What follows belongs to an exercise in optimizing a design on an open flow for small area and a short achievable clock period; a production flow would make more cautious choices.
In this exercise RTL edits were held to simulation tests only and were not proved equivalent to the original.

Setup of rev 12:
==> flow/design.v <==
package schp_pkg;
	localparam logic [1:0] MODE_READY = 2'd0;
	localparam logic [1:0] MODE_WAIT  = 2'd1;
	localparam logic [1:0] MODE_MOVE  = 2'd2;
	localparam logic [1:0] MODE_STOP  = 2'd3;
	localparam logic [2:0] OP_MOVE  = 3'd0;
	localparam logic [2:0] OP_STEP  = 3'd1;
	localparam logic [2:0] OP_RTC   = 3'd2;
	localparam logic [2:0] OP_STOP  = 3'd3;
	localparam logic [2:0] OP_START = 3'd4;
endpackage
module schp_add #(
	parameter int W = 8
) (
	input  logic [W-1:0] a,
	input  logic [W-1:0] b,
	input  logic         cin,
	output logic [W-1:0] s,
	output logic         cout
);
	localparam int N = W + 1;
	logic [N-1:0] g, p;
	always_comb begin
		g[0] = cin;
		p[0] = 1'b0;
		for (int i = 0; i < W; i++) begin
			g[i+1] = a[i] & b[i];
			p[i+1] = a[i] ^ b[i];
		end
		for (int l = 0; (1 << l) < N; l++) begin
			for (int i = 0; i < N; i++) begin
				if ((i >> l) & 1) begin
					g[i] = g[i] | (p[i] & g[((i >> l) << l) - 1]);
					p[i] = p[i] & p[((i >> l) << l) - 1];
				end
			end
		end
		for (int i = 0; i < W; i++)
			s[i] = a[i] ^ b[i] ^ g[i];
		cout = g[W];
	end
endmodule
module schp_cfg_regs (
	input  logic        clk,
	input  logic        arst_n,
	input  logic        wr_en,
	input  logic [1:0]  wr_index,
	input  logic [15:0] wr_data,
	output logic        motor_block,
	output logic [17:0] k1,
	output logic [19:0] k3
);
	localparam logic [15:0] K0 = 16'd60000;
	logic [15:0] pulse_ms, after_pulse_ms;
	logic [16:0] kx, ky;
	logic [17:0] k1_d;
	logic [19:0] k3_d;
	always_ff @(posedge clk or negedge arst_n) begin
		if (!arst_n) begin
			pulse_ms       <= 16'd4000;
			after_pulse_ms <= 16'd0;
			motor_block    <= 1'b0;
		end else if (wr_en) begin
			case (wr_index)
				2'd0: pulse_ms       <= wr_data;
				2'd1: after_pulse_ms <= wr_data;
				2'd2: motor_block    <= wr_data[0];
				default: ;
			endcase
		end
	end
	always_comb begin
		for (int i = 0; i < 16; i++) begin
			kx[i]   = pulse_ms[i] ^ after_pulse_ms[i] ^ K0[i];
			ky[i+1] = (pulse_ms[i] & after_pulse_ms[i]) | (pulse_ms[i] & K0[i]) |
			          (after_pulse_ms[i] & K0[i]);
		end
		kx[16] = 1'b0;
		ky[0]  = 1'b0;
	end
	schp_add #(.W(17)) u_k1 (.a(kx), .b(ky), .cin(1'b0), .s(k1_d[16:0]), .cout(k1_d[17]));
	schp_add #(.W(19)) u_k3 (.a({1'b0, k1_d}), .b({k1_d, 1'b0}), .cin(1'b0), .s(k3_d[18:0]),
	                         .cout(k3_d[19]));
	always_ff @(posedge clk) begin
		k1 <= k1_d;
		k3 <= k3_d;
	end
endmodule
module schp_move_plan (
	input  logic [3:0]  dial_hours,
	input  logic [5:0]  dial_minutes,
	input  logic [3:0]  target_hours,
	input  logic [5:0]  target_minutes,
	output logic [9:0]  fwd,
	output logic        at_target
);
	logic [5:0]    tm, mp, d0, dp, fm;
	logic [1:0]    dc;
	logic          borrow, carry;
	logic [3:0]    hc, fh0, fh_m1, fh_p1, fh;
	logic [4:0]    hd;
	logic [7:0]    fh15;
	assign tm = target_minutes;
	always_comb begin
		mp     = 6'd60 - dial_minutes;
		d0     = tm - dial_minutes;
		dp     = tm + mp;
		borrow = tm < dial_minutes;
		carry  = (tm[5:2] == 4'b1111) && (dial_minutes[5:2] == 4'b0000) &&
		         (dial_minutes[1:0] <= tm[1:0]);
		dc     = tm[1:0] - dial_minutes[1:0];
		fm     = borrow ? dp : carry ? {4'd0, dc} : d0;
	end
	always_comb begin
		hc    = (dial_hours == 4'd12) ? 4'd0 : dial_hours;
		hd    = {1'b0, target_hours} - {1'b0, hc};
		if (hd[4])
			fh0 = hd[3:0] + 4'd12;
		else if (hd >= 5'd12)
			fh0 = hd[3:0] - 4'd12;
		else
			fh0 = hd[3:0];
		fh_m1 = (fh0 == 4'd0) ? 4'd11 : fh0 - 4'd1;
		fh_p1 = (fh0 == 4'd11) ? 4'd0 : fh0 + 4'd1;
		fh    = borrow ? fh_m1 : carry ? fh_p1 : fh0;
	end
	always_comb begin
		fh15 = {fh, 4'd0} - {4'd0, fh};
		fwd  = {fh15 + {4'd0, fm[5:2]}, fm[1:0]};
	end
	assign at_target = (fh == 4'd0) && (fm == 6'd0);
endmodule
module schp_wait_plan (
	input  logic [9:0]  fwd,
	input  logic [17:0] k1,
	input  logic [19:0] k3,
	output logic        wait_rtc
);
	localparam int          SW   = 29;
	localparam logic [28:0] Bias = 29'd268435456 - 29'd43200000;
	logic [SW-1:0] row [5];
	logic [SW-1:0] s1a, c1a, s1b, c1b, s2, c2, s3, c3;
	logic [SW-1:0] g, t;
	function automatic logic [SW-1:0] fa_s(input logic [SW-1:0] a, b, c);
		fa_s = a ^ b ^ c;
	endfunction
	function automatic logic [SW-1:0] fa_c(input logic [SW-1:0] a, b, c);
		fa_c = {((a & b) | (a & c) | (b & c)), 1'b0};
	endfunction
	always_comb begin
		for (int i = 0; i < 5; i++) begin
			case (fwd[2*i +: 2])
				2'd0: row[i] = '0;
				2'd1: row[i] = SW'(k1) << (2*i);
				2'd2: row[i] = SW'(k1) << (2*i + 1);
				default: row[i] = SW'(k3) << (2*i);
			endcase
		end
		s1a = fa_s(row[0], row[1], row[2]);
		c1a = fa_c(row[0], row[1], row[2]);
		s1b = fa_s(row[3], row[4], Bias);
		c1b = fa_c(row[3], row[4], Bias);
		s2  = fa_s(s1a, c1a, s1b);
		c2  = fa_c(s1a, c1a, s1b);
		s3  = fa_s(s2, c2, c1b);
		c3  = fa_c(s2, c2, c1b);
		g[0] = 1'b0;
		t[0] = 1'b0;
		for (int i = 0; i < SW - 1; i++) begin
			g[i+1] = s3[i] & c3[i];
			t[i+1] = s3[i] | c3[i];
		end
		for (int l = 0; (1 << l) < SW; l++) begin
			for (int i = 0; i < SW; i++) begin
				if (((i >> l) & 1) && (((i >> l) << l) - 1 >= 0)) begin
					g[i] = g[i] | (t[i] & g[((i >> l) << l) - 1]);
					t[i] = t[i] & t[((i >> l) << l) - 1];
				end
			end
		end
		wait_rtc = s3[SW-1] ^ c3[SW-1] ^ g[SW-1];
	end
endmodule
module schp_core (
	input  logic        clk,
	input  logic        arst_n,
	input  logic        accept,
	input  logic [2:0]  op,
	input  logic [3:0]  target_hours,
	input  logic [5:0]  target_minutes,
	input  logic [4:0]  rtc_hours,
	input  logic [5:0]  rtc_minutes,
	input  logic        motor_block,
	input  logic [17:0] k1,
	input  logic [19:0] k3,
	output logic [25:0] res
);
	logic [1:0] mode_q, mode_d, mode_eff;
	logic       plan_q, plan_d;
	logic [3:0] hours_q, hours_d;
	logic [5:0] minutes_q, minutes_d;
	logic       pol_q, pol_d;
	logic [9:0] rem_q, rem_d;
	logic       fire_q, fire_d;
	logic       done_q, done_d;
	logic [9:0] fwd;
	logic       at_target, wait_rtc;
	logic [4:0] rtc_h12;
	schp_move_plan u_plan (
		.dial_hours     (hours_q),
		.dial_minutes   (minutes_q),
		.target_hours   (target_hours),
		.target_minutes (target_minutes),
		.fwd            (fwd),
		.at_target      (at_target)
	);
	schp_wait_plan u_wait (
		.fwd      (rem_q),
		.k1       (k1),
		.k3       (k3),
		.wait_rtc (wait_rtc)
	);
	assign mode_eff = plan_q ? (wait_rtc ? schp_pkg::MODE_WAIT : schp_pkg::MODE_MOVE) : mode_q;
	always_comb begin
		if (rtc_hours == 5'd0)
			rtc_h12 = 5'd12;
		else if (rtc_hours > 5'd12)
			rtc_h12 = rtc_hours - 5'd12;
		else
			rtc_h12 = rtc_hours;
	end
	always_comb begin
		mode_d    = mode_eff;
		plan_d    = 1'b0;
		hours_d   = hours_q;
		minutes_d = minutes_q;
		pol_d     = pol_q;
		rem_d     = rem_q;
		fire_d    = 1'b0;
		done_d    = 1'b0;
		case (op)
			schp_pkg::OP_MOVE: begin
				if (mode_eff == schp_pkg::MODE_READY) begin
					rem_d = fwd;
					if (at_target)
						done_d = 1'b1;
					else
						plan_d = 1'b1;
				end
			end
			schp_pkg::OP_STEP: begin
				if (mode_eff == schp_pkg::MODE_MOVE) begin
					fire_d = !motor_block;
					pol_d  = pol_q ^ !motor_block;
					if (minutes_q == 6'd59) begin
						minutes_d = 6'd0;
						hours_d   = (hours_q >= 4'd12) ? 4'd1 : hours_q + 4'd1;
					end else begin
						minutes_d = minutes_q + 6'd1;
					end
					rem_d = rem_q - 10'd1;
					if (rem_q <= 10'd1) begin
						mode_d = schp_pkg::MODE_READY;
						done_d = 1'b1;
					end
				end
			end
			schp_pkg::OP_RTC: begin
				if (mode_eff == schp_pkg::MODE_WAIT &&
				    rtc_h12 == {1'b0, hours_q} && rtc_minutes == minutes_q) begin
					mode_d = schp_pkg::MODE_READY;
					done_d = 1'b1;
				end
			end
			schp_pkg::OP_STOP: begin
				mode_d = schp_pkg::MODE_STOP;
			end
			schp_pkg::OP_START: begin
				if (mode_eff == schp_pkg::MODE_STOP)
					mode_d = schp_pkg::MODE_READY;
			end
			default: ;
		endcase
	end
	always_ff @(posedge clk or negedge arst_n) begin
		if (!arst_n) begin
			mode_q <= schp_pkg::MODE_READY;
			plan_q <= 1'b0;
		end else if (accept) begin
			mode_q <= mode_d;
			plan_q <= plan_d;
		end else begin
			mode_q <= mode_eff;
			plan_q <= 1'b0;
		end
	end
	always_ff @(posedge clk or negedge arst_n) begin
		if (!arst_n) begin
			hours_q   <= 4'd12;
			minutes_q <= 6'd0;
			pol_q     <= 1'b0;
		end else if (accept) begin
			hours_q   <= hours_d;
			minutes_q <= minutes_d;
			pol_q     <= pol_d;
		end
	end
	always_ff @(posedge clk) begin
		if (accept)
			rem_q <= rem_d;
	end
	always_ff @(posedge clk) begin
		if (accept) begin
			fire_q <= fire_d;
			done_q <= done_d;
		end
	end
	assign res = {done_q, (mode_eff == schp_pkg::MODE_MOVE) ? rem_q : 10'd0, pol_q, minutes_q,
	              hours_q, fire_q & pol_q, fire_q & !pol_q, mode_eff};
endmodule
module slave_clock_hand_positioner (
	input  logic        clk,
	input  logic        arst_n,
	input  logic        s_axis_tvalid,
	output logic        s_axis_tready,
	input  logic [23:0] s_axis_tdata,
	input  logic [2:0]  s_axis_tuser,
	output logic        m_axis_tvalid,
	input  logic        m_axis_tready,
	output logic [31:0] m_axis_tdata,
	input  logic        cfg_valid,
	output logic        cfg_ready,
	input  logic [1:0]  cfg_index,
	input  logic [15:0] cfg_data
);
	logic        motor_block;
	logic [17:0] k1;
	logic [19:0] k3;
	logic [25:0] res;
	logic        out_valid_q;
	logic        in_accept;
	assign cfg_ready = 1'b1;
	schp_cfg_regs u_cfg (
		.clk            (clk),
		.arst_n         (arst_n),
		.wr_en          (cfg_valid),
		.wr_index       (cfg_index),
		.wr_data        (cfg_data),
		.motor_block    (motor_block),
		.k1             (k1),
		.k3             (k3)
	);
	assign s_axis_tready = !out_valid_q || m_axis_tready;
	assign in_accept     = s_axis_tvalid && s_axis_tready;
	schp_core u_core (
		.clk            (clk),
		.arst_n         (arst_n),
		.accept         (in_accept),
		.op             (s_axis_tuser),
		.target_hours   (s_axis_tdata[3:0]),
		.target_minutes (s_axis_tdata[9:4]),
		.rtc_hours      (s_axis_tdata[14:10]),
		.rtc_minutes    (s_axis_tdata[20:15]),
		.motor_block    (motor_block),
		.k1             (k1),
		.k3             (k3),
		.res            (res)
	);
	always_ff @(posedge clk or negedge arst_n) begin
		if (!arst_n)
			out_valid_q <= 1'b0;
		else if (s_axis_tready)
			out_valid_q <= s_axis_tvalid;
	end
	assign m_axis_tvalid = out_valid_q;
	assign m_axis_tdata  = {6'd0, res};
endmodule
Settings: LEC_CHECK=0, ABC_AREA=1, CAP_MARGIN=20, CORE_MARGIN=2, CORE_UTILIZATION=40, SLEW_MARGIN=20; clock period 18.0 ns.
standard.sh (not shown) runs the stock make flow with config.mk's settings and CLKGATE_MAP_FILE= SYNTH_SCRIPT=/design/flow/synth_recipe.tcl, a recipe that flattens the netlist after the stock synthesis.
==> flow/flow/run.sh <==
#!/bin/bash
# Standard layout, with timing repair aiming for extra setup slack at the design's clock.
set -euo pipefail
export SETUP_SLACK_MARGIN=9.5
bash standard.sh > standard.log 2>&1
Changes in rev 13 relative to rev 12:
diff --git a/flow/design.v b/flow/design.v
--- a/flow/design.v
+++ b/flow/design.v
@@ -37,12 +37,47 @@
 		end
 		for (int i = 0; i < W; i++)
 			s[i] = a[i] ^ b[i] ^ g[i];
 		cout = g[W];
 	end
 endmodule
+module schp_add_bk #(
+	parameter int W = 8
+) (
+	input  logic [W-1:0] a,
+	input  logic [W-1:0] b,
+	input  logic         cin,
+	output logic [W-1:0] s,
+	output logic         cout
+);
+	localparam int N = W + 1;
+	logic [N-1:0] g, p;
+	always_comb begin
+		g[0] = cin;
+		p[0] = 1'b0;
+		for (int i = 0; i < W; i++) begin
+			g[i+1] = a[i] & b[i];
+			p[i+1] = a[i] ^ b[i];
+		end
+		for (int l = 0; (1 << l) < N; l++) begin
+			for (int i = (2 << l) - 1; i < N; i += (2 << l)) begin
+				g[i] = g[i] | (p[i] & g[i - (1 << l)]);
+				p[i] = p[i] & p[i - (1 << l)];
+			end
+		end
+		for (int l = 5; l >= 0; l--) begin
+			for (int i = 3 * (1 << l) - 1; i < N; i += (2 << l)) begin
+				g[i] = g[i] | (p[i] & g[i - (1 << l)]);
+				p[i] = p[i] & p[i - (1 << l)];
+			end
+		end
+		for (int i = 0; i < W; i++)
+			s[i] = a[i] ^ b[i] ^ g[i];
+		cout = g[W];
+	end
+endmodule
 module schp_cfg_regs (
 	input  logic        clk,
 	input  logic        arst_n,
 	input  logic        wr_en,
 	input  logic [1:0]  wr_index,
 	input  logic [15:0] wr_data,
@@ -75,14 +110,14 @@
 			ky[i+1] = (pulse_ms[i] & after_pulse_ms[i]) | (pulse_ms[i] & K0[i]) |
 			          (after_pulse_ms[i] & K0[i]);
 		end
 		kx[16] = 1'b0;
 		ky[0]  = 1'b0;
 	end
-	schp_add #(.W(17)) u_k1 (.a(kx), .b(ky), .cin(1'b0), .s(k1_d[16:0]), .cout(k1_d[17]));
-	schp_add #(.W(19)) u_k3 (.a({1'b0, k1_d}), .b({k1_d, 1'b0}), .cin(1'b0), .s(k3_d[18:0]),
+	schp_add_bk #(.W(17)) u_k1 (.a(kx), .b(ky), .cin(1'b0), .s(k1_d[16:0]), .cout(k1_d[17]));
+	schp_add_bk #(.W(19)) u_k3 (.a({1'b0, k1_d}), .b({k1_d, 1'b0}), .cin(1'b0), .s(k3_d[18:0]),
 	                         .cout(k3_d[19]));
 	always_ff @(posedge clk) begin
 		k1 <= k1_d;
 		k3 <= k3_d;
 	end
 endmodule
@@ -133,31 +168,30 @@
 module schp_wait_plan (
 	input  logic [9:0]  fwd,
 	input  logic [17:0] k1,
 	input  logic [19:0] k3,
 	output logic        wait_rtc
 );
-	localparam int          SW   = 29;
-	localparam logic [28:0] Bias = 29'd268435456 - 29'd43200000;
+	localparam int          SW   = 30;
+	localparam logic [29:0] Bias = 30'd222506836;
+	logic [19:0]   nq [5];
 	logic [SW-1:0] row [5];
 	logic [SW-1:0] s1a, c1a, s1b, c1b, s2, c2, s3, c3;
 	logic [SW-1:0] g, t;
 	function automatic logic [SW-1:0] fa_s(input logic [SW-1:0] a, b, c);
 		fa_s = a ^ b ^ c;
 	endfunction
 	function automatic logic [SW-1:0] fa_c(input logic [SW-1:0] a, b, c);
 		fa_c = {((a & b) | (a & c) | (b & c)), 1'b0};
 	endfunction
 	always_comb begin
 		for (int i = 0; i < 5; i++) begin
-			case (fwd[2*i +: 2])
-				2'd0: row[i] = '0;
-				2'd1: row[i] = SW'(k1) << (2*i);
-				2'd2: row[i] = SW'(k1) << (2*i + 1);
-				default: row[i] = SW'(k3) << (2*i);
-			endcase
+			nq[i] = ~(({20{fwd[2*i +: 2] == 2'd1}} & 20'(k1)) |
+			          ({20{fwd[2*i +: 2] == 2'd2}} & {1'b0, k1, 1'b0}) |
+			          ({20{fwd[2*i +: 2] == 2'd3}} & k3));
+			row[i] = SW'(nq[i]) << (2*i);
 		end
 		s1a = fa_s(row[0], row[1], row[2]);
 		c1a = fa_c(row[0], row[1], row[2]);
 		s1b = fa_s(row[3], row[4], Bias);
 		c1b = fa_c(row[3], row[4], Bias);
 		s2  = fa_s(s1a, c1a, s1b);
@@ -175,13 +209,13 @@
 				if (((i >> l) & 1) && (((i >> l) << l) - 1 >= 0)) begin
 					g[i] = g[i] | (t[i] & g[((i >> l) << l) - 1]);
 					t[i] = t[i] & t[((i >> l) << l) - 1];
 				end
 			end
 		end
-		wait_rtc = s3[SW-1] ^ c3[SW-1] ^ g[SW-1];
+		wait_rtc = !(s3[SW-1] ^ c3[SW-1] ^ g[SW-1]);
 	end
 endmodule
 module schp_core (
 	input  logic        clk,
 	input  logic        arst_n,
 	input  logic        accept,
Findings:
- Post-synthesis instance area delta (rev 13 − rev 12): favourable
- Between rev 13 and rev 12, largest driver fanout on the critical path is lower for rev 12, rev 13 comes in above that.
- On synthesized area per cell: rev 13 sits above rev 12.
- [compare] base=rev 12 new=rev 13: mux cell area share after synthesis did not really move, clock skew did not really move, routability-driven placement congestion ratio went up.
- Taking rev 12 as the reference, in rev 13 global-route wire length before repair -about 6.6%; layout overhead on the synthesized area +0.39 points; share of synthesized cell area in and, or, nand and nor gates -2.2 points.
- Summary of the comparison: utilization of the core after routing is higher in rev 13, relative to rev 12.
- On cell area, rev 13 does better than rev 12.
- Of the two values seen for critical path launch point, u_core.rem_q[0] was produced by rev 13 and m_axis_tready by rev 12.

-- separate check: timing with driven ports --
How much do the figures lean on ideal ports? The routed layouts below were timed once more, with nothing changed but the port constraints. Step 1 sets driving cells, clkbuf_16 on the clock port and buf_2 on the other inputs (assumed; they add their load-dependent delay and slew). Step 2 also shifts input and output timing later by t, the mid clock arrival at the registers, as if the neighbouring blocks saw the same clock. a / b / c = ideal / step 1 / step 2; a / b = the first two.
run | t (ns) | setup slack, ns | worst hold slack (ns) | worst register clock-pin slew, ns
rev 12 | 0.387 | 9.673 / 9.651 / 9.651 | 0.486 / 0.486 / 0.486 | 0.07 / 0.07
rev 13 | 0.385 | 9.587 / 9.545 / 9.652 | 0.489 / 0.489 / 0.489 | 0.07 / 0.07
After both steps every run listed still meets setup and hold. The setup slack of rev 12, which loses most, moves by -0.022 ns with the drivers and by -0.022 ns with both steps.
